From an optimization exercise on the open Yosys and OpenROAD flow, aimed at small area and a short achievable clock period; shortcuts taken in it are not production practice. Only simulation tests tie the RTL to the original design; equivalence was not proved. No activity file was given, so power comes from the tool's default toggle rates.

File: design/flow/config.mk
export PLATFORM = sky130hd
export DESIGN_NAME = sdram_host_responder
export DESIGN_NICKNAME = sdram_host_responder
export VERILOG_FILES = /design/flow/design.v
export SDC_FILE = /design/flow/constraint.sdc
export NUM_CORES = 4
export LEC_CHECK = 0
export CAP_MARGIN = 20
export CORE_MARGIN = 2
export CORE_UTILIZATION = 55
export CTS_CLUSTER_DIAMETER = 80
export CTS_CLUSTER_SIZE = 24
export SETUP_SLACK_MARGIN = 3.2
export SLEW_MARGIN = 20
File: design/flow/constraint.sdc
create_clock -name core_clock -period 5.8 [get_ports {CLOCK_50}]
set_input_delay 1.1600 -clock core_clock [delete_from_list [all_inputs] [get_ports {CLOCK_50}]]
set_output_delay 1.1600 -clock core_clock [all_outputs]
set_load 0.01 [all_outputs]
File: design/flow/design.v
module sdram_host_responder #(
   parameter int unsigned ACK_LAT    = 3,
   parameter logic [22:0] FAULT_ADDR = 23'h000010,
   parameter logic [15:0] FAULT_XOR  = 16'h0001
) (
   input  logic        CLOCK_50,
   input  logic        RESET,
   input  logic [22:0] ADDR,
   input  logic        WR,
   input  logic        RD,
   input  logic [7:0]  LENGTH,
   input  logic [1:0]  DM,
   input  logic [15:0] DATAIN,
   output logic [15:0] DATAOUT,
   output logic        ACT,
   output logic        DONE,
   output logic        IN_REQ,
   output logic        OUT_VALID
);
   localparam logic [14:0] FA_HI   = FAULT_ADDR[22:8];
   localparam logic [14:0] FA_HIM1 = FAULT_ADDR[22:8] - 15'd1;
   localparam logic [7:0]  FA_LO   = FAULT_ADDR[7:0];
   logic       busy_q;                
   logic       w1_q, w2_q, act_q;     
   logic       wb_q, rb_q, rl_q;      
   logic       done_q, rel_q;
   logic       act_o, inreq_o, done_o, valid_o;
   logic [15:0] dout_o;
   logic       wr_q;
   logic [7:0] len_q;                 
   logic [1:0] dm_q;
   logic [7:0] lo_q;                  
   logic       hz_q, ho_q;            
   logic       req, last;
   logic       wb_d, rb_d, done_d;
   assign req    = WR | RD;
   assign last   = (len_q[7:1] == 7'd0);
   assign wb_d   = (act_q && wr_q) || (wb_q && !last);
   assign rb_d   = (act_q && !wr_q) || (rb_q && !last);
   assign done_d = (wb_q && last) || rl_q;
   always_ff @(posedge CLOCK_50 or posedge RESET) begin
      if (RESET) begin
         busy_q  <= 1'b0;
         w1_q    <= 1'b0;
         w2_q    <= 1'b0;
         act_q   <= 1'b0;
         wb_q    <= 1'b0;
         rb_q    <= 1'b0;
         rl_q    <= 1'b0;
         done_q  <= 1'b0;
         rel_q   <= 1'b0;
         act_o   <= 1'b0;
         inreq_o <= 1'b0;
         done_o  <= 1'b0;
         valid_o <= 1'b0;
      end else begin
         busy_q  <= busy_q ? !(rel_q && !req) : req;
         w1_q    <= !busy_q && req;
         w2_q    <= w1_q;
         act_q   <= w2_q;
         wb_q    <= wb_d;
         rb_q    <= rb_d;
         rl_q    <= rb_q && last;
         done_q  <= done_d;
         rel_q   <= done_q || (rel_q && req);
         act_o   <= w2_q;
         inreq_o <= wb_d;
         done_o  <= done_d;
         valid_o <= rb_q;
      end
   end
   always_ff @(posedge CLOCK_50) begin
      if (!busy_q) begin
         wr_q  <= WR;
         len_q <= LENGTH;
         dm_q  <= DM;
         lo_q  <= ADDR[7:0];
         hz_q  <= (ADDR[22:8] == FA_HI);
         ho_q  <= (ADDR[22:8] == FA_HIM1);
      end else if (wb_q || rb_q) begin
         len_q <= len_q - 8'd1;
      end
   end
   logic [2:0] ph;                    
   always_ff @(posedge CLOCK_50) ph <= ph + 3'd1;
   logic [2:0]  wj_q;                 
   logic [15:0] wx_q [4];
   logic [1:0]  wbe_q [4];
   logic [1:0]  be_in;
   logic [15:0] wx_in;
   logic [2:0]  phj;
   assign phj   = ph + wj_q;
   assign be_in = wb_q ? ~dm_q : 2'b00;
   assign wx_in = {be_in[1] ? ~(DATAIN[15:8] ^ {8{phj[2]}}) : 8'hFF,
                   be_in[0] ? ~(DATAIN[7:0]  ^ {8{phj[2]}}) : 8'hFF};
   always_ff @(posedge CLOCK_50) begin
      wx_q[0]  <= wx_in;
      wbe_q[0] <= be_in;
      for (int k = 1; k < 4; k++) begin
         wx_q[k]  <= (wj_q == 3'(4 - k)) ? wx_in : wx_q[k-1];
         wbe_q[k] <= (wj_q == 3'(4 - k)) ? be_in : wbe_q[k-1];
      end
   end
   logic [1:0] jm1;
   logic [7:0] wa0;
   logic [5:0] wptr_q, wptr_d;
   logic [7:0] wlo_q, whi_q;          
   assign jm1    = lo_q[1:0] - ph[1:0] + 2'd1;
   assign wa0    = lo_q - {6'd0, jm1} - 8'd1;
   assign wptr_d = act_q            ? wa0[7:2] :
                   (ph[1:0] == 2'd2) ? wptr_q + 6'd1 : wptr_q;
   always_ff @(posedge CLOCK_50) begin
      wptr_q <= wptr_d;
      if (act_q) wj_q <= {1'b0, jm1} + 3'd1;
      for (int b = 0; b < 8; b++) begin
         wlo_q[b] <= (wptr_d[2:0] == 3'(b));
         whi_q[b] <= (wptr_d[5:3] == 3'(b));
      end
   end
   logic [15:0] wx;
   logic [1:0]  wbe;
   assign wx  = wx_q[3];
   assign wbe = wbe_q[3];
   logic [15:0] s0 [64];
   logic [15:0] s1 [64];
   logic [15:0] s2 [64];
   logic [15:0] s3 [64];
   for (genvar r = 0; r < 64; r++) begin : g_ring
      logic hit, g_hi, g_lo;
      assign hit  = whi_q[r / 8] && wlo_q[r % 8];
      assign g_hi = hit && wbe[1];
      assign g_lo = hit && wbe[0];
      always_ff @(posedge CLOCK_50) begin
         s0[r][15:8] <= ~((s3[r][15:8] | {8{g_hi}}) & (wx[15:8] | {8{!hit}}));
         s0[r][7:0]  <= ~((s3[r][7:0]  | {8{g_lo}}) & (wx[7:0]  | {8{!hit}}));
         s1[r] <= s0[r];
         s2[r] <= s1[r];
         s3[r] <= s2[r];
      end
   end
   logic [5:0]  rptr_q, rptr_d, rr0;
   logic [63:0] rsel_q;
   logic [1:0]  dsel_q;
   logic [1:0]  ph1;
   logic        pol_q;                
   logic [15:0] tap, tapt;
   logic [15:0] p_q [1:3];
   logic [15:0] pd;
   logic [8:0]  oa_q, oa_d;           
   logic        fault_q;
   logic [15:0] fx;
   assign ph1    = ph[1:0] + 2'd1;
   assign rr0    = ADDR[7:2] - {5'd0, (ph1 > ADDR[1:0])};
   assign rptr_d = !busy_q           ? rr0 :
                   (ph[1:0] == 2'd3) ? rptr_q + 6'd1 : rptr_q;
   always_ff @(posedge CLOCK_50) begin
      pol_q  <= ph[2];
      rptr_q <= rptr_d;
      for (int r = 0; r < 64; r++) rsel_q[r] <= (rptr_d == 6'(r));
      if (!busy_q) dsel_q <= ph[1:0] - ADDR[1:0];
   end
   always_comb begin
      tap = '0;
      for (int r = 0; r < 64; r++)
         tap = tap | ({16{rsel_q[r]}} & s0[r]);
   end
   assign tapt = tap ^ {16{pol_q}};
   always_ff @(posedge CLOCK_50) begin
      p_q[1] <= tapt;
      p_q[2] <= p_q[1];
      p_q[3] <= p_q[2];
   end
   always_comb begin
      case (dsel_q)
         2'd1:    pd = p_q[1];
         2'd2:    pd = p_q[2];
         default: pd = p_q[3];
      endcase
   end
   assign oa_d = act_q ? {1'b0, lo_q} : rb_q ? oa_q + 9'd1 : oa_q;
   always_ff @(posedge CLOCK_50) begin
      oa_q    <= oa_d;
      fault_q <= (hz_q && oa_d == {1'b0, FA_LO}) || (ho_q && oa_d == {1'b1, FA_LO});
   end
   assign fx = fault_q ? FAULT_XOR : 16'h0000;
   always_ff @(posedge CLOCK_50 or posedge RESET) begin
      if (RESET)     dout_o <= '0;
      else if (rb_q) dout_o <= ((dsel_q == 2'd0) ? tapt : pd) ^ fx;
   end
   assign ACT       = act_o;
   assign IN_REQ    = inreq_o;
   assign DONE      = done_o;
   assign OUT_VALID = valid_o;
   assign DATAOUT   = dout_o;
endmodule
File: design/flow/run.sh
#!/bin/bash
# synth_recipe.tcl (not shown) runs the flow's synth.tcl, then flattens the netlist and writes it again
# the make line also repeats each setting of config.mk as NAME=value (left out here)
make -C /OpenROAD-flow-scripts/flow DESIGN_CONFIG=/design/flow/config.mk WORK_HOME=/design/flow/orfs CLKGATE_MAP_FILE= SYNTH_SCRIPT=/design/flow/synth_recipe.tcl finish
==> impl_results.rst, run 1 <==
.. list-table::
   :header-rows: 1

   * - Metric
     - Value
   * - Status
     - finished clean
   * - Pin count of the biggest net entering global routing
     - 58
   * - Busiest layer in global routing
     - met1
   * - Critical Path Fanout Max
     - 7
   * - Number of register bits inferred by synthesis
     - around 4400
   * - WP data arrival
     - about 3800 ps
   * - Clock H-tree levels
     - 4
   * - Final GP Congestion
     - 0.933
   * - Placement Cell Area
     - 109000 um^2
   * - Critical hold path startpoint
     - s2[0][2]
   * - Dominant synthesized flop cell
     - sky130_fd_sc_hd__dfxtp_1
   * - DRT Wirelength
     - about 360 mm
   * - R2r startpoint
     - rsel_q[62]
   * - Library cell with the highest instance count after synthesis
     - sky130_fd_sc_hd__dfxtp_1
   * - Dominant cell type by area after synthesis
     - sky130_fd_sc_hd__dfxtp_1
   * - Post-synthesis cell area
     - between 100000 and 150000 um^2
   * - Global Route met3 Usage
     - 9.19%
   * - Fin crit share
     - 51.3%
   * - Met1 usage
     - 52.4%
   * - Startpoint of the most critical setup path
     - rsel_q[62]
   * - Synthesized netlist cell count
     - 7281
   * - Transition time at the pin with the least slew margin
     - 1350 ps
   * - Highest attainable clock frequency
     - 0.336 GHz
   * - Count of cell types in the netlist
     - between 50 and 60
   * - FF-to-FF End
     - dout_o[7]
   * - Count of buffers inserted at the top-level ports
     - 72
   * - Grt met2 use
     - 49.0%
   * - Final TNS setup
     - 0 ps
   * - Clock latency reported for the late side of the worst-skew pair
     - 900 ps
   * - End point of the worst hold path
     - s3[0][2]
   * - Clock Path Buffers
     - 3
   * - Fraction of final layout cells with drive strength greater than 1
     - 12.3%
   * - Die outline width
     - 444 um
   * - Number of synthesized flops with an enable pin
     - 26
   * - Buffer cell driving the clock tree root
     - sky130_fd_sc_hd__clkbuf_16
   * - Ports placed on the boundary
     - 73
   * - Unrepaired setup endpoints after global routing
     - yes
   * - Power density normalized to cell area
     - 513 nW/um^2
   * - Share of async-settable or async-resettable flops after synthesis
     - 0.594%
   * - Startpoint kind of the worst setup timing path
     - flip-flop
   * - Via count of the routed design
     - 60900
   * - Total of warnings raised by yosys
     - 8
   * - Floorplan row count
     - roughly 160
   * - Total clock buffers created by CTS
     - approximately 200
   * - Area overhead of the layout relative to synthesis
     - 11.4%
   * - Critical Path RT
     - roughly 6600 ps
   * - Reg-to-reg setup timing slack
     - 2830 ps
   * - Global-route wire length before repair
     - 478 mm
   * - Top post-synthesis cells by area
     - sky130_fd_sc_hd__dfxtp_1, sky130_fd_sc_hd__o22ai_1, sky130_fd_sc_hd__a22o_1
   * - Setup crit end kind
     - flip-flop
   * - Number of slew-limit violations in the final report
     - 0
   * - Drt first-iter violations
     - between 8000 and 9000
   * - Tightest slew margin relative to the limit
     - roughly 9.7%
   * - Count of max-cap constraint violations
     - 0
   * - Worst hold path type
     - flip-flop to flip-flop
   * - Global routing usage summed across all routing layers
     - a little over a third
   * - Worst IR Drop VDD
     - 0.000285 V
   * - Category of the most critical setup path
     - flip-flop to flip-flop
   * - Post-layout min period
     - 2970 ps
   * - Finished layout cell area
     - 119000 um^2
   * - Mapped Nets
     - 7353
   * - Clock-pin slew on the worst setup and hold paths
     - 100 ps
   * - Height of the die
     - 444 um
   * - Reg2Reg Depth
     - 7
   * - Initial antenna violation count
     - 20
   * - Die outline area
     - approximately 200000 um^2
   * - Commonest cells in the synthesized netlist
     - sky130_fd_sc_hd__dfxtp_1, sky130_fd_sc_hd__o22ai_1, sky130_fd_sc_hd__clkbuf_1, sky130_fd_sc_hd__a22o_1, sky130_fd_sc_hd__a221oi_1
   * - Starting density of the core
     - 55.4%
   * - Hold Path Cell Cnt
     - 0
   * - Final Util
     - 61.7%
   * - Area inside the core boundary
     - ~190000 um^2
   * - 1st-pass router iterations
     - 8
   * - Sequential area share after synthesis
     - 82.6%
   * - Via count of the first global-routing pass
     - 56500
   * - Average wire per cell in the routed design
     - 36.3 um
   * - Total Nets Final
     - between 7000 and 8000
   * - Final number of hold-violating endpoints
     - 0
   * - Leakage power figure
     - 46.5 nW
   * - Post-route clock skew
     - 33.4 ps
   * - Clock tree from TritonCTS
     - yes
   * - Average footprint of a synthesized cell
     - 14.6 um^2
   * - Count of nets left with antenna violations after detail routing
     - 0
   * - Fraction of synthesized cell area taken by the top area cell type
     - 81.3%
   * - Overall overflow remaining after global route
     - 0
   * - Post-detailed-route via-to-cell ratio
     - ~6.2
   * - Hpwl dp
     - approximately 220 mm
   * - Number of sinks on the clock net
     - 4374
   * - Final Setup Violations
     - 0
   * - Total power
     - 60.9 mW
   * - Count of unresolved DRC violations after routing
     - 0
-- worst max-delay path, stage by stage (launching register included) --
cell and delay, ps:
sky130_fd_sc_hd__dfxtp_2 340, sky130_fd_sc_hd__buf_12 150, sky130_fd_sc_hd__a22o_1 240, sky130_fd_sc_hd__a221oi_4 380, sky130_fd_sc_hd__nand4_1 260, sky130_fd_sc_hd__nor4_4 940, sky130_fd_sc_hd__xnor2_1 240, sky130_fd_sc_hd__a31o_1 280
-- worst max-delay path by stage --
stage | cells past startpoint | end | slack [ps]
final | 7 | dout_o[7] | 2830
after detailed placement | 12 | rsel_q[8] | 1510
after CTS | 7 | dout_o[7] | 2940
after global placement | 12 | rsel_q[5] | 1420
after global routing | 7 | dout_o[6] | 2750
after floorplan | 13 | rsel_q[5] | 2730
-- cell families (layout without fill, tap and decap cells) --
group,after synthesis,after routing,synth area share (%)
flops,4374,4374,82.6
fa+ha+maj,19,19,0.230
simple gates,563,566,2.74
other cells,0,15,0
compound gates,1689,1690,11.3
mux,9,9,0.0881
xor+xnor,71,71,0.604
buf+inv,556,607,2.48
-- metrics by stage --
stage          setup WS, ps  instances  hold WS, ps
6_report               2830       9877          303
5_1_grt                2750       9864          317
4_1_cts                2940       9813          306
3_5_place_dp           1510       9494          312
3_3_place_gp           1420       9489          309
2_1_floorplan          2730       7281          310
-- layout make-up --
cell class	instances	area, um^2
Clock buffer	218	5240
Multi-Input combinational cell	2355	18100
Clock inverter	13	138
Timing Repair Buffer	338	3620
Inverter	38	155
Fill cell	14400	73800
Antenna cell	15	37.5
Tap cell	2526	3160
Sequential cell	4374	88100
-- what timing repair did --
item / CTS / global route
hold buffers: 0 / 0
gates resized for setup: 407 / 218
pin swaps: 62 / 80
cloned: 5 / 1
hold endpoints to repair: 0 / 0
buffers inserted: 83 / 47
setup endpoints to repair: 147 / 143
-- layer usage --
metal  wire, um  vias up
li1           -    25600
met1     155000    31000
met2     146000     3525
met3      41300      676
met4      16500       10
met5         63        -
-- state kept, by name, summed over array words and instances (netlist names), 9 cells and up --
| register | cells |
|---|---|
| s0 | 1024 |
| s1 | 1024 |
| s2 | 1024 |
| s3 | 1024 |
| rsel_q | 64 |
| wx_q | 64 |
| p_q | 48 |
| dout_o | 16 |
| oa_q | 9 |
-- where the power goes --
part	switching [mW]	internal (mW)	leakage, nW	total [mW]
combinational	6.43	2.96	7.16	9.39
sequential	2.05	33.9	36.7	36.0
clock	9.02	6.45	2.65	15.5
total	17.5	43.3	46.5	60.9
-- cell usage in the layout (no fill, tap or decap), types with 63 or more instances in the layout --
cell type / n
sky130_fd_sc_hd__a221oi_1: 105
sky130_fd_sc_hd__a221oi_2: 97
sky130_fd_sc_hd__a22o_1: 240
sky130_fd_sc_hd__and3_1: 128
sky130_fd_sc_hd__buf_4: 166
sky130_fd_sc_hd__clkbuf_16: 209
sky130_fd_sc_hd__dfxtp_1: 4261
sky130_fd_sc_hd__nand2_1: 120
sky130_fd_sc_hd__nand4_1: 74
sky130_fd_sc_hd__nor2_1: 92
sky130_fd_sc_hd__o21ai_0: 63
sky130_fd_sc_hd__o22ai_1: 1025
==> inputs of run 2 (changes only) <==
--- a/design/flow/design.v
+++ b/design/flow/design.v
@@ -140,8 +140,8 @@
    end
-   logic [5:0]  rptr_q, rptr_d, rr0;
-   logic [63:0] rsel_q;
+   logic [63:0] rsel_q, rsel_d, adec;
    logic [1:0]  dsel_q;
+   logic        d0_q;                 
    logic [1:0]  ph1;
-   logic        pol_q;                
-   logic [15:0] tap, tapt;
+   logic        borrow;
+   logic [15:0] tap;
    logic [15:0] p_q [1:3];
@@ -149,13 +149,21 @@
    logic [8:0]  oa_q, oa_d;           
-   logic        fault_q;
-   logic [15:0] fx;
+   logic        fault_d;
+   logic [15:0] m0_q, m1_q;           
+   logic [2:0]  phs;
    assign ph1    = ph[1:0] + 2'd1;
-   assign rr0    = ADDR[7:2] - {5'd0, (ph1 > ADDR[1:0])};
-   assign rptr_d = !busy_q           ? rr0 :
-                   (ph[1:0] == 2'd3) ? rptr_q + 6'd1 : rptr_q;
-   always_ff @(posedge CLOCK_50) begin
-      pol_q  <= ph[2];
-      rptr_q <= rptr_d;
-      for (int r = 0; r < 64; r++) rsel_q[r] <= (rptr_d == 6'(r));
-      if (!busy_q) dsel_q <= ph[1:0] - ADDR[1:0];
+   assign borrow = (ph1 > ADDR[1:0]);
+   always_comb begin
+      for (int r = 0; r < 64; r++) adec[r] = (ADDR[7:2] == 6'(r));
+      for (int r = 0; r < 64; r++) begin
+         if (!busy_q)               rsel_d[r] = borrow ? adec[(r + 1) % 64] : adec[r];
+         else if (ph[1:0] == 2'd3)  rsel_d[r] = rsel_q[(r + 63) % 64];
+         else                       rsel_d[r] = rsel_q[r];
+      end
+   end
+   always_ff @(posedge CLOCK_50) begin
+      rsel_q <= rsel_d;
+      if (!busy_q) begin
+         dsel_q <= ph[1:0] - ADDR[1:0];
+         d0_q   <= (ph[1:0] == ADDR[1:0]);
+      end
    end
@@ -166,5 +174,4 @@
    end
-   assign tapt = tap ^ {16{pol_q}};
-   always_ff @(posedge CLOCK_50) begin
-      p_q[1] <= tapt;
+   always_ff @(posedge CLOCK_50) begin
+      p_q[1] <= tap;
       p_q[2] <= p_q[1];
@@ -179,11 +186,13 @@
    end
-   assign oa_d = act_q ? {1'b0, lo_q} : rb_q ? oa_q + 9'd1 : oa_q;
-   always_ff @(posedge CLOCK_50) begin
-      oa_q    <= oa_d;
-      fault_q <= (hz_q && oa_d == {1'b0, FA_LO}) || (ho_q && oa_d == {1'b1, FA_LO});
-   end
-   assign fx = fault_q ? FAULT_XOR : 16'h0000;
+   assign oa_d    = act_q ? {1'b0, lo_q} : rb_q ? oa_q + 9'd1 : oa_q;
+   assign fault_d = (hz_q && oa_d == {1'b0, FA_LO}) || (ho_q && oa_d == {1'b1, FA_LO});
+   assign phs     = ph - {1'b0, dsel_q};
+   always_ff @(posedge CLOCK_50) begin
+      oa_q <= oa_d;
+      m0_q <= {16{ph[2]}} ^ (fault_d ? FAULT_XOR : 16'h0000);
+      m1_q <= {16{phs[2]}} ^ (fault_d ? FAULT_XOR : 16'h0000);
+   end
    always_ff @(posedge CLOCK_50 or posedge RESET) begin
       if (RESET)     dout_o <= '0;
-      else if (rb_q) dout_o <= ((dsel_q == 2'd0) ? tapt : pd) ^ fx;
+      else if (rb_q) dout_o <= d0_q ? (tap ^ m0_q) : (pd ^ m1_q);
    end
--- a/design/flow/config.mk
+++ b/design/flow/config.mk
@@ -9,3 +9,3 @@
 export CORE_MARGIN = 2
-export CORE_UTILIZATION = 55
+export CORE_UTILIZATION = 70
 export CTS_CLUSTER_DIAMETER = 80
==> impl_results.rst, run 2 <==
.. list-table::
   :header-rows: 1

   * - Metric
     - Value
   * - Die outline area
     - 157000 um^2 (-21%)
   * - Clock-pin slew on the worst setup and hold paths
     - 100 ps (about the same)
   * - Clock H-tree levels
     - 4 (unchanged)
   * - Synthesized netlist cell count
     - 7432 (+2.1%)
   * - Clock Path Buffers
     - 3 (unchanged)
   * - Status
     - finished clean
   * - Count of nets left with antenna violations after detail routing
     - 0 (unchanged)
   * - Global routing usage summed across all routing layers
     - 46.3% (+11 points)
   * - Post-synthesis cell area
     - 107000 um^2 (+0.84%)
   * - Average footprint of a synthesized cell
     - 14.4 um^2 (-1.2%)
   * - Fin crit share
     - 52.6% (+1.4 points)
   * - Starting density of the core
     - 70.6% (+15 points)
   * - Pin count of the biggest net entering global routing
     - 75 (+29%)
   * - Via count of the routed design
     - 65800 (+8.1%)
   * - Ports placed on the boundary
     - 73 (unchanged)
   * - Total of warnings raised by yosys
     - 8 (unchanged)
   * - Post-detailed-route via-to-cell ratio
     - 6.92 (+12%)
   * - Share of async-settable or async-resettable flops after synthesis
     - 0.595% (about the same)
   * - Floorplan row count
     - 143 (-11%)
   * - Top library cells by usage in the layout, fill and taps aside
     - sky130_fd_sc_hd__dfxtp_1, sky130_fd_sc_hd__o22ai_1, sky130_fd_sc_hd__a22o_1
   * - Critical Path Fanout Max
     - 16 (+9)
   * - Total clock buffers created by CTS
     - 201 (unchanged)
   * - Dominant synthesized flop cell
     - sky130_fd_sc_hd__dfxtp_1
   * - Category of the most critical setup path
     - flip-flop to flip-flop
   * - Post-route clock skew
     - 48.8 ps (+15.4 ps)
   * - Die outline width
     - 396 um (-11%)
   * - Fraction of final layout cells with drive strength greater than 1
     - 10.3% (-2.0 points)
   * - Unrepaired setup endpoints after global routing
     - yes
   * - Total Nets Final
     - 7487 (+1.4%)
   * - Area inside the core boundary
     - 152000 um^2 (-21%)
   * - Number of register bits inferred by synthesis
     - 4371 (-0.069%)
   * - Startpoint of the most critical setup path
     - rsel_q[34]
   * - Initial antenna violation count
     - 40 (+100%)
   * - Average wire per cell in the routed design
     - 39.0 um (+7.5%)
   * - Final GP Congestion
     - 1.04 (+12%)
   * - Mapped Nets
     - 7501 (+2.0%)
   * - Total power
     - 55.1 mW (-9.4%)
   * - Number of synthesized flops with an enable pin
     - 91 (+250%)
   * - Number of slew-limit violations in the final report
     - 0 (unchanged)
   * - Area overhead of the layout relative to synthesis
     - 9.70%
   * - Commonest cells in the synthesized netlist
     - sky130_fd_sc_hd__dfxtp_1, sky130_fd_sc_hd__o22ai_1, sky130_fd_sc_hd__clkbuf_1, sky130_fd_sc_hd__a22o_1, sky130_fd_sc_hd__a221oi_1
   * - Critical hold path startpoint
     - s1[0][10]
   * - Post-layout min period
     - 3050 ps (+80.0 ps)
   * - Worst IR Drop VDD
     - 0.000351 V (+23%)
   * - Commonest non-fill, non-tap cell in the layout
     - sky130_fd_sc_hd__dfxtp_1
   * - Height of the die
     - 396 um (-11%)
   * - WP data arrival
     - 3810 ps (+50 ps)
   * - Via count of the first global-routing pass
     - 60400 (+6.9%)
   * - Placement Cell Area
     - 110000 um^2 (+0.76%)
   * - Hpwl dp
     - 238 mm (+7.6%)
   * - Final TNS setup
     - 0 ps (unchanged)
   * - Fraction of synthesized cell area taken by the top area cell type
     - 79.3% (-1.9 points)
   * - Clock latency reported for the late side of the worst-skew pair
     - 880 ps (-20 ps)
   * - Multi-input gate area in the final layout
     - 18100 um^2 (-0.34%)
   * - Power density normalized to cell area
     - 468 nW/um^2 (-8.8%)
   * - Transition time at the pin with the least slew margin
     - 1370 ps (+21.7 ps)
   * - Fillers
     - 9115 (-37%)
   * - Count of max-cap constraint violations
     - 0 (unchanged)
   * - Global-route wire length before repair
     - 494 mm (+3.5%)
   * - Sequential cell area
     - 88600 um^2 (+0.58%)
   * - Critical Path RT
     - 6550 ps (-30 ps)
   * - Count of buffers inserted at the top-level ports
     - 72 (unchanged)
   * - Hold buffer count at cts
     - 0 (unchanged)
   * - Count of unresolved DRC violations after routing
     - 0 (unchanged)
   * - R2r startpoint
     - rsel_q[34]
   * - Sequential area share after synthesis
     - 82.5% (-0.14 points)
   * - Count of cell types in the netlist
     - 53 (-5.4%)
   * - Top post-synthesis cells by area
     - sky130_fd_sc_hd__dfxtp_1, sky130_fd_sc_hd__o22ai_1, sky130_fd_sc_hd__edfxtp_1
   * - Drt first-iter violations
     - 11400 (+36%)
   * - Startpoint kind of the worst setup timing path
     - flip-flop
   * - Number of sinks on the clock net
     - 4371 (-0.069%)
   * - Dominant cell type by area after synthesis
     - sky130_fd_sc_hd__dfxtp_1
   * - 1st-pass router iterations
     - 10 (+2)
   * - Final Setup Violations
     - 0 (unchanged)
   * - Finished layout cell area
     - 118000 um^2 (-0.70%)
   * - Highest attainable clock frequency
     - 0.328 GHz (-2.6%)
   * - Clock tree from TritonCTS
     - yes
   * - Final number of hold-violating endpoints
     - 0 (unchanged)
   * - Library cell with the highest instance count after synthesis
     - sky130_fd_sc_hd__dfxtp_1
   * - Buffer cell driving the clock tree root
     - sky130_fd_sc_hd__clkbuf_16
   * - Leakage power figure
     - 46.1 nW (-0.96%)
   * - DRT Wirelength
     - 371 mm (+3.5%)
   * - Worst hold path type
     - flip-flop to flip-flop
   * - Tightest slew margin relative to the limit
     - 8.04% (-1.6 points)
   * - Overall overflow remaining after global route
     - 0 (unchanged)
   * - Setup crit end kind
     - flip-flop
[run 2: metal layers]
metal	share of wire, %	GRT usage (%)
met1	37	62.1
met4	6.8	25.4
met5	0.23	1.63
met3	17	22.5
met2	39	61.1
[run 2: worst max-delay path: stages (launching register included)]
cell	delay (ps)
sky130_fd_sc_hd__edfxtp_1	400
sky130_fd_sc_hd__buf_4	290
sky130_fd_sc_hd__a22o_1	340
sky130_fd_sc_hd__a221oi_4	310
sky130_fd_sc_hd__nand4_1	520
sky130_fd_sc_hd__or4_4	780
sky130_fd_sc_hd__xnor2_1	150
sky130_fd_sc_hd__o21ai_1	150
[run 2: timing repair]
| action | in CTS | in global routing |
|---|---|---|
| resized for setup | 289 | 97 |
| buffers inserted | 62 | 21 |
| pin swaps | 40 | 33 |
| endpoints found under the setup margin | 141 | 119 |
| cloned | 1 | 0 |
[run 2: cell families after synthesis]
logic type      share of synthesized area (%)
mux                                     0.221
flops                                    82.5
compound gates                           11.6
simple gates                             2.73
fa+ha+maj                               0.193
xor+xnor                                0.635
buf+inv                                  2.18
[run 2: through the flow]
stage	hold WS (ps)	setup WS, ps	instances	util [%]
finish	293	2750	9509	77.5
global placement	310	1750	9155	72.3
detailed placement	312	1900	9161	72.3
global route	319	2860	9493	77.4
CTS	302	2940	9471	77.0
floorplan	310	3150	7432	-
[run 2: cell type report]
| cell class | instances | area share, % |
|---|---|---|
| sequential | 4371 | 75.2 |
| antenna | 17 | 0.0361 |
| multi-input combinational | 2494 | 15.4 |
| timing repair buffer | 317 | 2.45 |
| tap | 2030 | 2.16 |
| clock buffer | 233 | 4.45 |
| clock inverter | 14 | 0.192 |
| inverter | 33 | 0.121 |
[run 2: path summary, 6_finish.rpt]
check | to | slack [ps] | cells past startpoint
max | dout_o[10] | 2750 | 7
min | s2[0][10] | 290 | 0
max reg2reg | dout_o[10] | 2750 | 7
min reg2reg | s2[0][10] | 290 | 0
max in group asynchronous | act_o | 4710 | 3
min in group asynchronous | dout_o[3] | 690 | 3
[run 2: power breakdown]
| part | total (mW) | leakage (nW) | internal (mW) | switching [mW] |
|---|---|---|---|---|
| clock network | 15.5 | 2.67 | 6.46 | 9.03 |
| registers | 35.7 | 36.7 | 33.5 | 2.21 |
| logic | 3.88 | 6.71 | 1.05 | 2.83 |
| total | 55.1 | 46.1 | 41.1 | 14.1 |
==> inputs of run 3 (changes only) <==
--- a/design/flow/design.v
+++ b/design/flow/design.v
@@ -23,5 +23,7 @@
    logic       busy_q;                
-   logic       w1_q, w2_q, act_q;     
+   logic       w1_q, w2_q;            
+   logic       w3w_q, w3r_q;          
    logic       wb_q, rb_q, rl_q;      
-   logic       done_q, rel_q;
+   logic       wl_q, rd2_q, rel_q;    
+   logic       done_i;
    logic       act_o, inreq_o, done_o, valid_o;
@@ -37,5 +39,6 @@
    assign last   = (len_q[7:1] == 7'd0);
-   assign wb_d   = (act_q && wr_q) || (wb_q && !last);
-   assign rb_d   = (act_q && !wr_q) || (rb_q && !last);
+   assign wb_d   = w3w_q || (wb_q && !last);
+   assign rb_d   = w3r_q || (rb_q && !last);
    assign done_d = (wb_q && last) || rl_q;
+   assign done_i = wl_q || rd2_q;
    always_ff @(posedge CLOCK_50 or posedge RESET) begin
@@ -45,3 +48,4 @@
          w2_q    <= 1'b0;
-         act_q   <= 1'b0;
+         w3w_q   <= 1'b0;
+         w3r_q   <= 1'b0;
          wb_q    <= 1'b0;
@@ -49,3 +53,4 @@
          rl_q    <= 1'b0;
-         done_q  <= 1'b0;
+         wl_q    <= 1'b0;
+         rd2_q   <= 1'b0;
          rel_q   <= 1'b0;
@@ -59,3 +64,4 @@
          w2_q    <= w1_q;
-         act_q   <= w2_q;
+         w3w_q   <= w2_q && wr_q;
+         w3r_q   <= w2_q && !wr_q;
          wb_q    <= wb_d;
@@ -63,6 +69,7 @@
          rl_q    <= rb_q && last;
-         done_q  <= done_d;
-         rel_q   <= done_q || (rel_q && req);
+         wl_q    <= wb_q && last;
+         rd2_q   <= rl_q;
+         rel_q   <= done_i || (rel_q && req);
          act_o   <= w2_q;
-         inreq_o <= wb_d;
+         inreq_o <= w3w_q || (inreq_o && !last);
          done_o  <= done_d;
@@ -85,5 +92,7 @@
    always_ff @(posedge CLOCK_50) ph <= ph + 3'd1;
+   logic        rdmode;
+   logic [15:0] tap;
    logic [2:0]  wj_q;                 
-   logic [15:0] wx_q [4];
-   logic [1:0]  wbe_q [4];
+   logic [15:0] c_q [4];
+   logic [1:0]  cb_q [4];
    logic [1:0]  be_in;
@@ -91,13 +100,17 @@
    logic [2:0]  phj;
-   assign phj   = ph + wj_q;
-   assign be_in = wb_q ? ~dm_q : 2'b00;
-   assign wx_in = {be_in[1] ? ~(DATAIN[15:8] ^ {8{phj[2]}}) : 8'hFF,
-                   be_in[0] ? ~(DATAIN[7:0]  ^ {8{phj[2]}}) : 8'hFF};
-   always_ff @(posedge CLOCK_50) begin
-      wx_q[0]  <= wx_in;
-      wbe_q[0] <= be_in;
-      for (int k = 1; k < 4; k++) begin
-         wx_q[k]  <= (wj_q == 3'(4 - k)) ? wx_in : wx_q[k-1];
-         wbe_q[k] <= (wj_q == 3'(4 - k)) ? be_in : wbe_q[k-1];
-      end
+   assign rdmode = busy_q && !wr_q;
+   assign phj    = ph + wj_q;
+   assign be_in  = wb_q ? ~dm_q : 2'b00;
+   assign wx_in  = {be_in[1] ? ~(DATAIN[15:8] ^ {8{phj[2]}}) : 8'hFF,
+                    be_in[0] ? ~(DATAIN[7:0]  ^ {8{phj[2]}}) : 8'hFF};
+   always_ff @(posedge CLOCK_50) begin
+      c_q[0]  <= rdmode ? tap : wx_in;
+      cb_q[0] <= (wj_q == 3'd4) ? be_in : 2'b00;
+      for (int k = 1; k < 3; k++) begin
+         c_q[k]  <= (!rdmode && wj_q == 3'(4 - k)) ? wx_in : c_q[k-1];
+         cb_q[k] <= (!rdmode && wj_q == 3'(4 - k)) ? be_in : cb_q[k-1];
+      end
+      c_q[3]  <= (!rdmode && wj_q == 3'd1) ? wx_in
+                 : c_q[2] | {{8{!cb_q[2][1]}}, {8{!cb_q[2][0]}}};
+      cb_q[3] <= (!rdmode && wj_q == 3'd1) ? be_in : cb_q[2];
    end
@@ -109,3 +122,3 @@
    assign wa0    = lo_q - {6'd0, jm1} - 8'd1;
-   assign wptr_d = act_q            ? wa0[7:2] :
+   assign wptr_d = w3w_q             ? wa0[7:2] :
                    (ph[1:0] == 2'd2) ? wptr_q + 6'd1 : wptr_q;
@@ -113,3 +126,3 @@
       wptr_q <= wptr_d;
-      if (act_q) wj_q <= {1'b0, jm1} + 3'd1;
+      if (w3w_q) wj_q <= {1'b0, jm1} + 3'd1;
       for (int b = 0; b < 8; b++) begin
@@ -121,4 +134,4 @@
    logic [1:0]  wbe;
-   assign wx  = wx_q[3];
-   assign wbe = wbe_q[3];
+   assign wbe = cb_q[3];
+   assign wx  = c_q[3];
    logic [15:0] s0 [64];
@@ -145,4 +158,2 @@
    logic        borrow;
-   logic [15:0] tap;
-   logic [15:0] p_q [1:3];
    logic [15:0] pd;
@@ -174,15 +185,10 @@
    end
-   always_ff @(posedge CLOCK_50) begin
-      p_q[1] <= tap;
-      p_q[2] <= p_q[1];
-      p_q[3] <= p_q[2];
-   end
    always_comb begin
       case (dsel_q)
-         2'd1:    pd = p_q[1];
-         2'd2:    pd = p_q[2];
-         default: pd = p_q[3];
+         2'd1:    pd = c_q[0];
+         2'd2:    pd = c_q[1];
+         default: pd = c_q[2];
       endcase
    end
-   assign oa_d    = act_q ? {1'b0, lo_q} : rb_q ? oa_q + 9'd1 : oa_q;
+   assign oa_d    = w3r_q ? {1'b0, lo_q} : rb_q ? oa_q + 9'd1 : oa_q;
    assign fault_d = (hz_q && oa_d == {1'b0, FA_LO}) || (ho_q && oa_d == {1'b1, FA_LO});
--- a/design/flow/config.mk
+++ b/design/flow/config.mk
@@ -9,3 +9,3 @@
 export CORE_MARGIN = 2
-export CORE_UTILIZATION = 70
+export CORE_UTILIZATION = 55
 export CTS_CLUSTER_DIAMETER = 80
==> impl_results.rst, run 3 <==
.. list-table::
   :header-rows: 1

   * - Metric
     - Value
   * - Library cell with the highest instance count after synthesis
     - sky130_fd_sc_hd__dfxtp_1
   * - Clock latency reported for the late side of the worst-skew pair
     - 900 ps (+20 ps)
   * - Count of nets left with antenna violations after detail routing
     - 0 (unchanged)
   * - Area overhead of the layout relative to synthesis
     - 12.1%
   * - Highest attainable clock frequency
     - 0.348 GHz (+6.1%)
   * - Hpwl dp
     - 249 mm (+4.7%)
   * - Via count of the first global-routing pass
     - 59000 (-2.4%)
   * - Die outline area
     - 197000 um^2 (+26%)
   * - Clock tree from TritonCTS
     - yes
   * - Height of the die
     - 444 um (+12%)
   * - Startpoint of the most critical setup path
     - rsel_q[54]
   * - Count of buffers inserted at the top-level ports
     - 72 (unchanged)
   * - Average wire per cell in the routed design
     - 38.7 um (-0.93%)
   * - Fillers
     - 14400 (+58%)
   * - Commonest non-fill, non-tap cell in the layout
     - sky130_fd_sc_hd__dfxtp_1
   * - Worst IR Drop VDD
     - 0.000240 V (-31%)
   * - Fraction of synthesized cell area taken by the top area cell type
     - 79.0% (-0.34 points)
   * - Commonest cells in the synthesized netlist
     - sky130_fd_sc_hd__dfxtp_1, sky130_fd_sc_hd__o22ai_1, sky130_fd_sc_hd__clkbuf_1, sky130_fd_sc_hd__a221oi_1, sky130_fd_sc_hd__a22o_1
   * - Fin crit share
     - 49.6% (-3.0 points)
   * - Die outline width
     - 444 um (+12%)
   * - Post-synthesis cell area
     - 107000 um^2 (-0.71%)
   * - R2r startpoint
     - rsel_q[54]
   * - Reg-to-reg setup timing slack
     - 2920 ps (+180 ps)
   * - Final Hold Slack
     - 307 ps (+14.3 ps)
   * - Global routing usage summed across all routing layers
     - 38.4% (-7.9 points)
   * - Number of sinks on the clock net
     - 4328 (-0.98%)
   * - Global-route wire length before repair
     - 514 mm (+4.0%)
   * - Total Nets Final
     - 7541 (+0.72%)
   * - Synthesized netlist cell count
     - 7417 (-0.20%)
   * - Top library cells by usage in the layout, fill and taps aside
     - sky130_fd_sc_hd__dfxtp_1, sky130_fd_sc_hd__o22ai_1, sky130_fd_sc_hd__a22o_1
   * - Count of unresolved DRC violations after routing
     - 0 (unchanged)
   * - Number of slew-limit violations in the final report
     - 0 (unchanged)
   * - Chain of cells forming the critical path
     - buf_12, a22o_1, a221oi_2, nand4_1, or4_4, xnor2_1, o21ai_1
   * - Top post-synthesis cells by area
     - sky130_fd_sc_hd__dfxtp_1, sky130_fd_sc_hd__o22ai_1, sky130_fd_sc_hd__edfxtp_1
   * - Slowest cell on the critical path
     - sky130_fd_sc_hd__or4_4
   * - 1st-pass router iterations
     - 27 (+17)
   * - Number of synthesized flops with an enable pin
     - 91 (unchanged)
   * - Reg2Reg Depth
     - 7 (unchanged)
   * - Status
     - finished clean
   * - Final Setup Violations
     - 0 (unchanged)
   * - Startpoint kind of the worst setup timing path
     - flip-flop
   * - Via count of the routed design
     - 64400 (-2.0%)
   * - Starting density of the core
     - 55.4% (-15 points)
   * - Final TNS setup
     - 0 ps (unchanged)
   * - Top delay family on crit path
     - simple AND/OR/NAND/NOR gates
   * - Critical hold path startpoint
     - s1[55][9]
   * - Final GP Congestion
     - 0.996 (-4.6%)
   * - Dominant cell type by area after synthesis
     - sky130_fd_sc_hd__dfxtp_1
   * - Final number of hold-violating endpoints
     - 0 (unchanged)
   * - End point of the worst hold path
     - s2[55][9]
   * - Worst hold path type
     - flip-flop to flip-flop
   * - Post-route clock skew
     - 40.6 ps (-8.16 ps)
   * - Hold buffer count at cts
     - 0 (unchanged)
   * - Fraction of final layout cells with drive strength greater than 1
     - 12.1% (+1.9 points)
   * - Setup crit end kind
     - flip-flop
   * - Number of register bits inferred by synthesis
     - 4328 (-0.98%)
   * - FF-to-FF End
     - dout_o[3]
   * - Mapped Nets
     - 7486 (-0.20%)
   * - Leakage power figure
     - 46.3 nW (+0.55%)
   * - Delay of the slowest critical-path stage
     - 780 ps (about the same)
   * - Average footprint of a synthesized cell
     - 14.4 um^2 (-0.51%)
   * - Clock Path Buffers
     - 3 (unchanged)
   * - Count of max-cap constraint violations
     - 0 (unchanged)
   * - Total power
     - 51.9 mW (-5.9%)
   * - Critical Path Fanout Max
     - 6 (-10)
   * - Dominant synthesized flop cell
     - sky130_fd_sc_hd__dfxtp_1
   * - Floorplan row count
     - 161 (+13%)
   * - Initial antenna violation count
     - 41 (+2.5%)
   * - DRT Wirelength
     - 389 mm (+4.8%)
   * - Drt first-iter violations
     - 10500 (-7.9%)
   * - Total of warnings raised by yosys
     - 7 (-1)
   * - Tightest slew margin relative to the limit
     - 16.2% (+8.2 points)
   * - Buffer cell driving the clock tree root
     - sky130_fd_sc_hd__clkbuf_16
   * - Pin count of the biggest net entering global routing
     - 65 (-13%)
   * - Clock H-tree levels
     - 4 (unchanged)
   * - Category of the most critical setup path
     - flip-flop to flip-flop
   * - Post-detailed-route via-to-cell ratio
     - 6.40 (-7.4%)
   * - Unrepaired setup endpoints after global routing
     - yes
   * - Power density normalized to cell area
     - 434 nW/um^2 (-7.2%)
   * - Count of cell types in the netlist
     - 49 (-7.5%)
   * - Ports placed on the boundary
     - 73 (unchanged)
   * - Clock-pin slew on the worst setup and hold paths
     - 100 ps (about the same)
   * - Critical Path RT
     - 6540 ps (about the same)
   * - Area inside the core boundary
     - 193000 um^2 (+27%)
   * - Overall overflow remaining after global route
     - 0 (unchanged)
   * - Total clock buffers created by CTS
     - 200 (-0.50%)
   * - Hold Path Cell Cnt
     - 0 (unchanged)
   * - Count of buffering cells on the critical path with inverters included
     - 1 (unchanged)
   * - WP data arrival
     - 3620 ps (-190 ps)
   * - Post-layout min period
     - 2880 ps (-176 ps)
   * - Sequential area share after synthesis
     - 82.3% (-0.20 points)
   * - Transition time at the pin with the least slew margin
     - 1260 ps (-118 ps)
   * - Share of async-settable or async-resettable flops after synthesis
     - 0.716% (+0.12 points)
==> run 3: changes by cell type in the layout (fill, tap and decap cells not counted), sizes merged, moves of 4 or more <==
cell	previous run	this run
a21oi	8	43
buf	264	338
clkbuf	234	230
dfrtp	26	31
dfxtp	4254	4206
inv	42	25
nand2	227	210
nor2	78	96
nor2b	3	7
nor3b	0	16
o21ai	164	143
==> run 3: worst max-delay path by stage <==
stage	endpoint	slack [ps]	cells after the start
6_report	dout_o[3]	2920	7
3_3_place_gp	rsel_q[20]	1850	8
5_1_grt	dout_o[14]	2990	8
2_1_floorplan	rsel_q[56]	3120	8
3_5_place_dp	rsel_q[16]	1890	8
4_1_cts	dout_o[13]	2950	7
==> run 3: cell families (layout without fill, tap and decap cells) <==
group,after synthesis,after routing,synth area share (%)
AO/OA/AOI/OAI,1812,1812,11.7
XOR/XNOR,77,77,0.640
multiplexers,23,23,0.222
adder cells (fa/ha/maj),16,16,0.195
AND/OR/NAND/NOR,608,608,2.90
buffers and inverters,553,651,2.06
other,0,18,0
flip-flops,4328,4328,82.3
==> run 3: stage by stage <==
stage / area (um^2) / setup slack, ps / cells / util (%)
after floorplan: 107000 / 3120 / 7417 / -
after global placement: 110000 / 1850 / 9650 / 57.1
after detailed placement: 110000 / 1890 / 9657 / 57.2
after CTS: 118000 / 2950 / 9985 / 61.3
after global routing: 119000 / 2990 / 10000 / 62.0
final: 120000 / 2920 / 10100 / 62.1
==> run 3: metal layers <==
layer | vias up | wire [um] | global-route usage (%)
li1 | 26400 | - | -
met1 | 32300 | 158000 | 54.1
met2 | 4672 | 156000 | 52.1
met3 | 996 | 53000 | 13.4
met4 | 20 | 22100 | 19.5
met5 | - | 161 | 0
==> run 3: final cells by class <==
class / instances / area, um^2 / area share (%)
Sequential cell: 4328 / 87800 / 73.5
Multi-Input combinational cell: 2536 / 18900 / 15.8
Clock buffer: 229 / 5240 / 4.38
Timing Repair Buffer: 391 / 4070 / 3.41
Tap cell: 2526 / 3160 / 2.64
Clock inverter: 16 / 193 / 0.161
Inverter: 15 / 71.3 / 0.0597
Antenna cell: 18 / 45.0 / 0.0377
==> run 3: what timing repair did <==
action / in CTS / in global routing
endpoints found under the setup margin: 190 / 165
pin swaps: 56 / 53
setup buffers: 83 / 55
endpoints found under the hold margin: 0 / 0
resized for setup: 452 / 145
cloned: 0 / 1
==> run 3: report_power, final <==
group | switching (mW) | internal, mW | leakage, nW
clock | 9.01 | 6.48 | 2.66
combinational | 2.72 | 1.05 | 7.35
sequential | 1.21 | 31.4 | 36.3
==> inputs of run 4 (changes only) <==
--- a/design/flow/config.mk
+++ b/design/flow/config.mk
@@ -9,3 +9,3 @@
 export CORE_MARGIN = 2
-export CORE_UTILIZATION = 55
+export CORE_UTILIZATION = 45
 export CTS_CLUSTER_DIAMETER = 80
==> impl_results.rst, run 4 <==
.. list-table::
   :header-rows: 1

   * - Metric
     - Value
   * - DRT Wirelength
     - 384 mm (-1.2%)
   * - Sequential area share after synthesis
     - 82.3% (unchanged)
   * - Chain of cells forming the critical path
     - buf_12, buf_4, a221oi_2, nand4_1, or4_4, xnor2_1, o21ai_1
   * - Dominant synthesized flop cell
     - sky130_fd_sc_hd__dfxtp_1
   * - Count of cell types in the netlist
     - 49 (unchanged)
   * - Sum of met3 wire segment lengths after detailed routing
     - 49.8 mm (-6.0%)
   * - Overall overflow remaining after global route
     - 0 (unchanged)
   * - Slowest cell on the critical path
     - sky130_fd_sc_hd__or4_4
   * - Total instance count after detailed placement
     - 10300 (+6.3%)
   * - Count of max-cap constraint violations
     - 0 (unchanged)
   * - Count of non-filler cells in the finished layout
     - 10700 (+6.0%)
   * - Number of sinks on the clock net
     - 4328 (unchanged)
   * - Total power
     - 51.9 mW (about the same)
   * - Hold buffer count at cts
     - 0 (unchanged)
   * - Number of register bits inferred by synthesis
     - 4328 (unchanged)
   * - Post-synthesis cell area
     - 107000 um^2 (unchanged)
   * - Commonest cells in the synthesized netlist
     - sky130_fd_sc_hd__dfxtp_1, sky130_fd_sc_hd__o22ai_1, sky130_fd_sc_hd__clkbuf_1, sky130_fd_sc_hd__a221oi_1, sky130_fd_sc_hd__a22o_1
   * - Fraction of synthesized cell area taken by the top area cell type
     - 79.0% (unchanged)
   * - Die outline width
     - 491 um (+10%)
   * - Startpoint kind of the worst setup timing path
     - flip-flop
   * - Final TNS setup
     - 0 ps (unchanged)
   * - Fin crit share
     - 50.1% (+0.48 points)
   * - Drt first-iter violations
     - 9975 (-5.3%)
   * - Die outline area
     - 241000 um^2 (+22%)
   * - Top layer in use
     - met5
   * - WP data arrival
     - 3720 ps (+100 ps)
   * - Worst hold path type
     - flip-flop to flip-flop
   * - Height of the die
     - 491 um (+10%)
   * - Ports placed on the boundary
     - 73 (unchanged)
   * - Total clock buffers created by CTS
     - 201 (+0.50%)
   * - Leakage power figure
     - 46.1 nW (-0.44%)
   * - Wire length on met2
     - 156 mm (about the same)
   * - Hpwl dp
     - 245 mm (-1.5%)
   * - Commonest non-fill, non-tap cell in the layout
     - sky130_fd_sc_hd__dfxtp_1
   * - Pin count of the biggest net entering global routing
     - 79 (+22%)
   * - Buffer cell driving the clock tree root
     - sky130_fd_sc_hd__clkbuf_16
   * - Post-layout min period
     - 2900 ps (+27.7 ps)
   * - Post-route clock skew
     - 72.0 ps (+31.3 ps)
   * - Critical Path Fanout Max
     - 5 (-1)
   * - Total Nets Final
     - 7519 (-0.29%)
   * - Category of the most critical setup path
     - flip-flop to flip-flop
   * - Area inside the core boundary
     - 235000 um^2 (+22%)
   * - Initial antenna violation count
     - 28 (-32%)
   * - Status
     - finished clean
   * - Final GP Congestion
     - 0.987 (-0.89%)
   * - Number of slew-limit violations in the final report
     - 0 (unchanged)
   * - Count of nets left with antenna violations after detail routing
     - 0 (unchanged)
   * - Dominant cell type by area after synthesis
     - sky130_fd_sc_hd__dfxtp_1
   * - Total of warnings raised by yosys
     - 7 (unchanged)
   * - Area overhead of the layout relative to synthesis
     - 12.4%
   * - Setup crit end kind
     - flip-flop
   * - Count of unresolved DRC violations after routing
     - 0 (unchanged)
   * - Post-detailed-route via-to-cell ratio
     - 6.03 (-5.8%)
   * - Final Setup Violations
     - 0 (unchanged)
   * - Via count of the routed design
     - 64300 (-0.21%)
   * - Worst IR Drop VDD
     - 0.000322 V (+34%)
   * - Share of async-settable or async-resettable flops after synthesis
     - 0.716% (unchanged)
   * - Clock H-tree levels
     - 4 (unchanged)
   * - Final number of hold-violating endpoints
     - 0 (unchanged)
   * - Highest attainable clock frequency
     - 0.344 GHz (-0.95%)
   * - Final Hold Slack
     - 294 ps (-12.9 ps)
   * - Synthesized netlist cell count
     - 7417 (unchanged)
   * - Fraction of final layout cells with drive strength greater than 1
     - 11.5% (-0.58 points)
   * - Critical Path RT
     - 6620 ps (+80 ps)
   * - Via count of the first global-routing pass
     - 59400 (+0.66%)
   * - 1st-pass router iterations
     - 8 (-70%)
   * - Met1 Wirelength
     - 156 mm (-0.84%)
   * - Starting density of the core
     - 45.3% (-10 points)
   * - Global-route wire length before repair
     - 512 mm (-0.42%)
   * - Count of buffers inserted at the top-level ports
     - 72 (unchanged)
   * - Mapped Nets
     - 7486 (unchanged)
   * - Global routing usage summed across all routing layers
     - 30.7% (-7.7 points)
   * - Transition time at the pin with the least slew margin
     - 1210 ps (-51.7 ps)
   * - Average footprint of a synthesized cell
     - 14.4 um^2 (unchanged)
   * - Post-layout worst setup margin
     - 2900 ps (-27.7 ps)
   * - Clock-pin slew on the worst setup and hold paths
     - 100 ps (about the same)
   * - Top post-synthesis cells by area
     - sky130_fd_sc_hd__dfxtp_1, sky130_fd_sc_hd__o22ai_1, sky130_fd_sc_hd__edfxtp_1
   * - Power density normalized to cell area
     - 433 nW/um^2 (-0.19%)
   * - Placement Cell Area
     - 111000 um^2 (+0.53%)
   * - Clock latency reported for the late side of the worst-skew pair
     - 940 ps (+40 ps)
   * - Library cell with the highest instance count after synthesis
     - sky130_fd_sc_hd__dfxtp_1
   * - Average wire per cell in the routed design
     - 36.0 um (-6.8%)
   * - Final Util
     - 50.9% (-11 points)
   * - Floorplan row count
     - 178 (+11%)
   * - Top library cells by usage in the layout, fill and taps aside
     - sky130_fd_sc_hd__dfxtp_1, sky130_fd_sc_hd__o22ai_1, sky130_fd_sc_hd__a22o_1
   * - Tightest slew margin relative to the limit
     - 19.7% (+3.4 points)
   * - Clock tree from TritonCTS
     - yes
   * - Number of synthesized flops with an enable pin
     - 91 (unchanged)
   * - Unrepaired setup endpoints after global routing
     - yes
   * - Placement-stage worst setup slack
     - 1820 ps (-77.4 ps)
   * - Delay of the slowest critical-path stage
     - 760 ps (-20 ps)
   * - Finished layout cell area
     - 120000 um^2 (+0.27%)
   * - Clock Path Buffers
     - 3 (unchanged)
-- run 4: repair_timing --
| item | in CTS | in global routing |
|---|---|---|
| cloned | 0 | 3 |
| resized for setup | 389 | 126 |
| setup endpoints to repair | 159 | 103 |
| pin swaps | 47 | 49 |
| buffers inserted | 85 | 47 |
-- run 4: final timing paths --
kind / start / endpoint / slack [ps] / cells after the start
max reg2reg: rsel_q[31] / dout_o[3] / 2900 / 7
min: s2[29][3] / s3[29][3] / 290 / 0
max: rsel_q[31] / dout_o[3] / 2900 / 7
max in group asynchronous: RESET / dout_o[4] / 4730 / 3
min in group asynchronous: RESET / dout_o[8] / 690 / 3
min reg2reg: s2[29][3] / s3[29][3] / 290 / 0
-- run 4: per-layer routing --
layer	vias to the layer above	global-route usage (%)
met1	32600	42.9
met2	4515	42.8
met3	876	9.84
met5	-	0
met4	10	15.1
li1	26300	-
-- run 4: cell type report --
| class | count | area [um^2] |
|---|---|---|
| clock inverter | 24 | 407 |
| multi-input combinational | 2536 | 18800 |
| timing repair buffer | 368 | 3600 |
| sequential | 4328 | 87800 |
| antenna | 20 | 50.0 |
| inverter | 15 | 73.8 |
| tap | 3150 | 3940 |
| clock buffer | 220 | 5120 |
| fill | 19600 | 116000 |
-- run 4: worst max-delay path: cells and delay by family (launching register included) --
| kind | cells | cell delay, ps |
|---|---|---|
| xor+xnor | 1 | 160 |
| flops | 1 | 480 |
| compound gates | 2 | 480 |
| simple gates | 2 | 1220 |
| buf+inv | 2 | 430 |
-- run 4: logic make-up (layout without fill, tap and decap cells) --
group | count (synthesis) | in the layout | synth area share (%)
and+or+nand+nor | 608 | 608 | 2.90
xor gates and xnor gates | 77 | 77 | 0.640
other | 0 | 20 | 0
adders and majority gates | 16 | 16 | 0.195
buffers and inverters | 553 | 627 | 2.06
AOI/OAI and AO/OA | 1812 | 1812 | 11.7
DFF | 4328 | 4328 | 82.3
muxes | 23 | 23 | 0.222
-- run 4: report_power, final --
group / switching (mW) / total, mW / internal, mW
sequential: 1.11 / 32.5 / 31.4
combinational: 2.83 / 3.83 / 0.992
clock: 9.18 / 15.6 / 6.39
total: 13.1 / 51.9 / 38.8
==> inputs of run 5 (changes only) <==
--- a/design/flow/design.v
+++ b/design/flow/design.v
@@ -158,2 +158,3 @@
    logic        borrow;
+   logic        step;
    logic [15:0] pd;
@@ -165,9 +166,8 @@
    assign borrow = (ph1 > ADDR[1:0]);
+   assign step   = (ph[1:0] == 2'd3);
    always_comb begin
       for (int r = 0; r < 64; r++) adec[r] = (ADDR[7:2] == 6'(r));
-      for (int r = 0; r < 64; r++) begin
-         if (!busy_q)               rsel_d[r] = borrow ? adec[(r + 1) % 64] : adec[r];
-         else if (ph[1:0] == 2'd3)  rsel_d[r] = rsel_q[(r + 63) % 64];
-         else                       rsel_d[r] = rsel_q[r];
-      end
+      for (int r = 0; r < 64; r++)
+         rsel_d[r] = (!busy_q && !borrow && adec[r]) || (!busy_q && borrow && adec[(r + 1) % 64]) ||
+                     (busy_q && step && rsel_q[(r + 63) % 64]) || (busy_q && !step && rsel_q[r]);
    end
--- a/design/flow/config.mk
+++ b/design/flow/config.mk
@@ -9,3 +9,3 @@
 export CORE_MARGIN = 2
-export CORE_UTILIZATION = 45
+export CORE_UTILIZATION = 55
 export CTS_CLUSTER_DIAMETER = 80
==> impl_results.rst, run 5 <==
.. list-table::
   :header-rows: 1

   * - Metric
     - Value
   * - Area overhead of the layout relative to synthesis
     - 10.9%
   * - Area inside the core boundary
     - 192000 um^2 (-18%)
   * - Mapped Nets
     - 7430 (-0.75%)
   * - Delay of the slowest critical-path stage
     - 710 ps (-50 ps)
   * - Top library cells by usage in the layout, fill and taps aside
     - sky130_fd_sc_hd__dfxtp_1, sky130_fd_sc_hd__o22ai_1, sky130_fd_sc_hd__a22o_1
   * - Global-route wire length before repair
     - 507 mm (-0.97%)
   * - Final TNS setup
     - 0 ps (unchanged)
   * - Total clock buffers created by CTS
     - 200 (-0.50%)
   * - Starting density of the core
     - 55.3% (+10 points)
   * - Post-layout min period
     - 2790 ps (-112 ps)
   * - Final Hold Slack
     - 299 ps (+5.30 ps)
   * - Status
     - finished clean
   * - Share of async-settable or async-resettable flops after synthesis
     - 0.716% (unchanged)
   * - Count of nets left with antenna violations after detail routing
     - 0 (unchanged)
   * - Total of warnings raised by yosys
     - 7 (unchanged)
   * - Via count of the first global-routing pass
     - 58200 (-2.0%)
   * - WP data arrival
     - 3550 ps (-170 ps)
   * - Clock-pin slew on the worst setup and hold paths
     - 90 ps (about the same)
   * - Unrepaired setup endpoints after global routing
     - yes
   * - Post-layout worst setup margin
     - 3010 ps (+112 ps)
   * - Number of register bits inferred by synthesis
     - 4328 (unchanged)
   * - Dominant synthesized flop cell
     - sky130_fd_sc_hd__dfxtp_1
   * - Hold buffer count at cts
     - 0 (unchanged)
   * - Commonest cells in the synthesized netlist
     - sky130_fd_sc_hd__dfxtp_1, sky130_fd_sc_hd__o22ai_1, sky130_fd_sc_hd__clkbuf_1, sky130_fd_sc_hd__a22o_1, sky130_fd_sc_hd__a221oi_1
   * - Setup crit end kind
     - flip-flop
   * - Worst IR Drop VDD
     - 0.000398 V (+24%)
   * - Clock tree from TritonCTS
     - yes
   * - Buffer cell driving the clock tree root
     - sky130_fd_sc_hd__clkbuf_16
   * - Highest attainable clock frequency
     - 0.358 GHz (+4.0%)
   * - Critical Path Fanout Max
     - 15 (+10)
   * - Ports placed on the boundary
     - 73 (unchanged)
   * - Power density normalized to cell area
     - 536 nW/um^2 (+24%)
   * - Total instance count after detailed placement
     - 9587 (-6.6%)
   * - Total Nets Final
     - 7414 (-1.4%)
   * - Chain of cells forming the critical path
     - buf_12, a22o_4, a221oi_4, nand4_1, or4_4, xnor2_1, o21ai_1
   * - Dominant cell type by area after synthesis
     - sky130_fd_sc_hd__dfxtp_1
   * - Clock H-tree levels
     - 4 (unchanged)
   * - Library cell with the highest instance count after synthesis
     - sky130_fd_sc_hd__dfxtp_1
   * - Clock Path Buffers
     - 3 (unchanged)
   * - Number of sinks on the clock net
     - 4328 (unchanged)
   * - Category of the most critical setup path
     - flip-flop to flip-flop
   * - Count of cell types in the netlist
     - 67 (+37%)
   * - Post-synthesis cell area
     - 106000 um^2 (-0.25%)
   * - Global routing usage summed across all routing layers
     - 37.8% (+7.1 points)
   * - Startpoint kind of the worst setup timing path
     - flip-flop
   * - Average wire per cell in the routed design
     - 38.6 um (+7.0%)
   * - Count of buffers inserted at the top-level ports
     - 72 (unchanged)
   * - Placement-stage worst setup slack
     - 1850 ps (+31.9 ps)
   * - Slowest cell on the critical path
     - sky130_fd_sc_hd__or4_4
   * - Floorplan row count
     - 161 (-9.6%)
   * - Via count of the routed design
     - 63800 (-0.73%)
   * - Synthesized netlist cell count
     - 7361 (-0.76%)
   * - Post-route clock skew
     - 38.6 ps (-33.4 ps)
   * - Final GP Congestion
     - 0.984 (-0.25%)
   * - Final number of hold-violating endpoints
     - 0 (unchanged)
   * - Top post-synthesis cells by area
     - sky130_fd_sc_hd__dfxtp_1, sky130_fd_sc_hd__o22ai_1, sky130_fd_sc_hd__a22o_1
   * - Number of slew-limit violations in the final report
     - 0 (unchanged)
   * - Hpwl dp
     - 246 mm (+0.24%)
   * - Count of non-filler cells in the finished layout
     - 9917 (-7.0%)
   * - 1st-pass router iterations
     - 7 (-1)
   * - Initial antenna violation count
     - 26 (-7.1%)
   * - Count of max-cap constraint violations
     - 0 (unchanged)
   * - Fraction of synthesized cell area taken by the top area cell type
     - 80.4% (+1.4 points)
   * - Sequential area share after synthesis
     - 81.9% (-0.40 points)
   * - Critical Path RT
     - 6560 ps (-60 ps)
   * - Tightest slew margin relative to the limit
     - 17.5% (-2.2 points)
   * - Final Setup Violations
     - 0 (unchanged)
   * - Height of the die
     - 444 um (-9.6%)
   * - DRT Wirelength
     - 382 mm (-0.43%)
   * - Clock latency reported for the late side of the worst-skew pair
     - 910 ps (-30 ps)
   * - Overall overflow remaining after global route
     - 0 (unchanged)
   * - Leakage power figure
     - 45.9 nW (-0.61%)
   * - Count of unresolved DRC violations after routing
     - 0 (unchanged)
   * - Fraction of final layout cells with drive strength greater than 1
     - 11.5% (-0.020 points)
   * - Reg-to-reg setup timing slack
     - 3010 ps (+110 ps)
   * - Fin crit share
     - 48.1% (-1.9 points)
   * - Worst hold path type
     - flip-flop to flip-flop
   * - Die outline area
     - 197000 um^2 (-18%)
   * - Number of synthesized flops with an enable pin
     - 27 (-70%)
   * - Die outline width
     - 444 um (-9.6%)
   * - Pin count of the biggest net entering global routing
     - 65 (-18%)
   * - Drt first-iter violations
     - 9666 (-3.1%)
   * - Commonest non-fill, non-tap cell in the layout
     - sky130_fd_sc_hd__dfxtp_1
   * - Average footprint of a synthesized cell
     - 14.4 um^2 (+0.51%)
   * - Transition time at the pin with the least slew margin
     - 1240 ps (+32.7 ps)
   * - Post-detailed-route via-to-cell ratio
     - 6.43 (+6.7%)
==> run 5: cell count changes after synthesis, moves of 63 or more <==
cell,before,now
sky130_fd_sc_hd__clkbuf_1,476,410
sky130_fd_sc_hd__o21ai_0,139,43
sky130_fd_sc_hd__edfxtp_1,91,27
sky130_fd_sc_hd__mux2i_1,18,81
sky130_fd_sc_hd__a22oi_1,80,16
sky130_fd_sc_hd__buf_2,47,111
sky130_fd_sc_hd__dfxtp_1,4206,4270
sky130_fd_sc_hd__nand2_1,210,147
==> run 5: repair_timing <==
action | in CTS | in global routing
gates resized for setup | 365 | 148
cloned | 1 | 2
pin swaps | 42 | 48
setup endpoints to repair | 212 | 151
setup buffers | 40 | 38
==> run 5: cell families after synthesis <==
family,synth area share [%]
flip-flops,81.9
AO/OA/AOI/OAI,11.5
buffers and inverters,2.20
AND/OR/NAND/NOR,2.75
multiplexers,0.808
XOR/XNOR,0.649
adder cells (fa/ha/maj),0.195
==> run 5: critical path: cells and delay by family (launching register included) <==
kind / cells / cell delay [ps]
AND/OR/NAND/NOR: 2 / 1130
AO/OA/AOI/OAI: 3 / 750
flip-flops: 1 / 340
buffers and inverters: 1 / 180
XOR/XNOR: 1 / 170
==> run 5: worst paths after layout <==
check,end,cells after the start,start
worst max-delay path,dout_o[4],7,rsel_q[32]
worst min-delay path,s3[61][11],0,s2[61][11]
worst max register to register,dout_o[4],7,rsel_q[32]
worst min register to register,s3[61][11],0,s2[61][11]
max in group asynchronous,dout_o[14],3,RESET
min in group asynchronous,rb_q,3,RESET
==> run 5: final cells by class <==
| cell class | instances | area [um^2] |
|---|---|---|
| Sequential cell | 4328 | 87300 |
| Fill cell | 14500 | 74400 |
| Multi-Input combinational cell | 2474 | 18900 |
| Clock buffer | 216 | 5180 |
| Tap cell | 2526 | 3160 |
| Timing Repair Buffer | 326 | 3140 |
| Clock inverter | 15 | 194 |
| Inverter | 15 | 68.8 |
| Antenna cell | 17 | 42.5 |
==> run 5: through the flow <==
step / utilization, % / cell area [um^2] / total power [mW]
2_1_floorplan: - / 107000 / 38.0
3_3_place_gp: 57.0 / 110000 / 45.1
3_5_place_dp: 57.0 / 110000 / 45.2
4_1_cts: 60.7 / 117000 / 61.4
5_1_grt: 61.3 / 118000 / 63.9
6_report: 61.3 / 118000 / 63.2
==> run 5: report_power, final <==
| group | switching [mW] | internal, mW |
|---|---|---|
| Sequential | 1.87 | 31.6 |
| Combinational | 9.59 | 4.68 |
| Clock | 9.02 | 6.44 |
==> run 5: layer usage <==
metal | share of wire (%) | GRT usage [%]
met2 | 39 | 50.5
met4 | 5.9 | 19.9
met3 | 14 | 13.0
met1 | 41 | 53.8
met5 | 0.031 | 0

afterwards: timing with drivers on the ports:
In the flow no input, the clock included, has a driving cell. The finished layouts below were timed again as built, in two steps.
Step 1, drivers: a clkbuf_16 drives CLOCK_50 and a buf_2 each remaining input, both assumed.
Step 2 times the ports against the registers' clock, not the clock port: input delays grow and output delays shrink by t, the midpoint of the rising clock arrivals with the driver on.
a / b / c = ideal / step 1 / step 2; a / b = the first two.
run	t (ns)	setup WS [ns]	clock arrival spread, ns	worst slew at a driven data input, ns	pins driven straight from the clock port
run 1	0.972	2.827 / 2.827 / 2.104	0.045 / 0.045	0.06	1
run 2	0.939	2.747 / 2.747 / 2.284	0.060 / 0.059	0.04	1
run 3	0.975	2.923 / 2.923 / 2.272	0.052 / 0.051	0.09	1
run 4	0.990	2.896 / 2.896 / 2.334	0.073 / 0.073	0.06	1
run 5	0.982	3.008 / 3.008 / 2.327	0.048 / 0.049	0.06	1
After both steps every run listed still meets setup and hold. The setup slack of run 1, which loses most, moves by 0.000 ns with the drivers and by -0.723 ns with both steps.
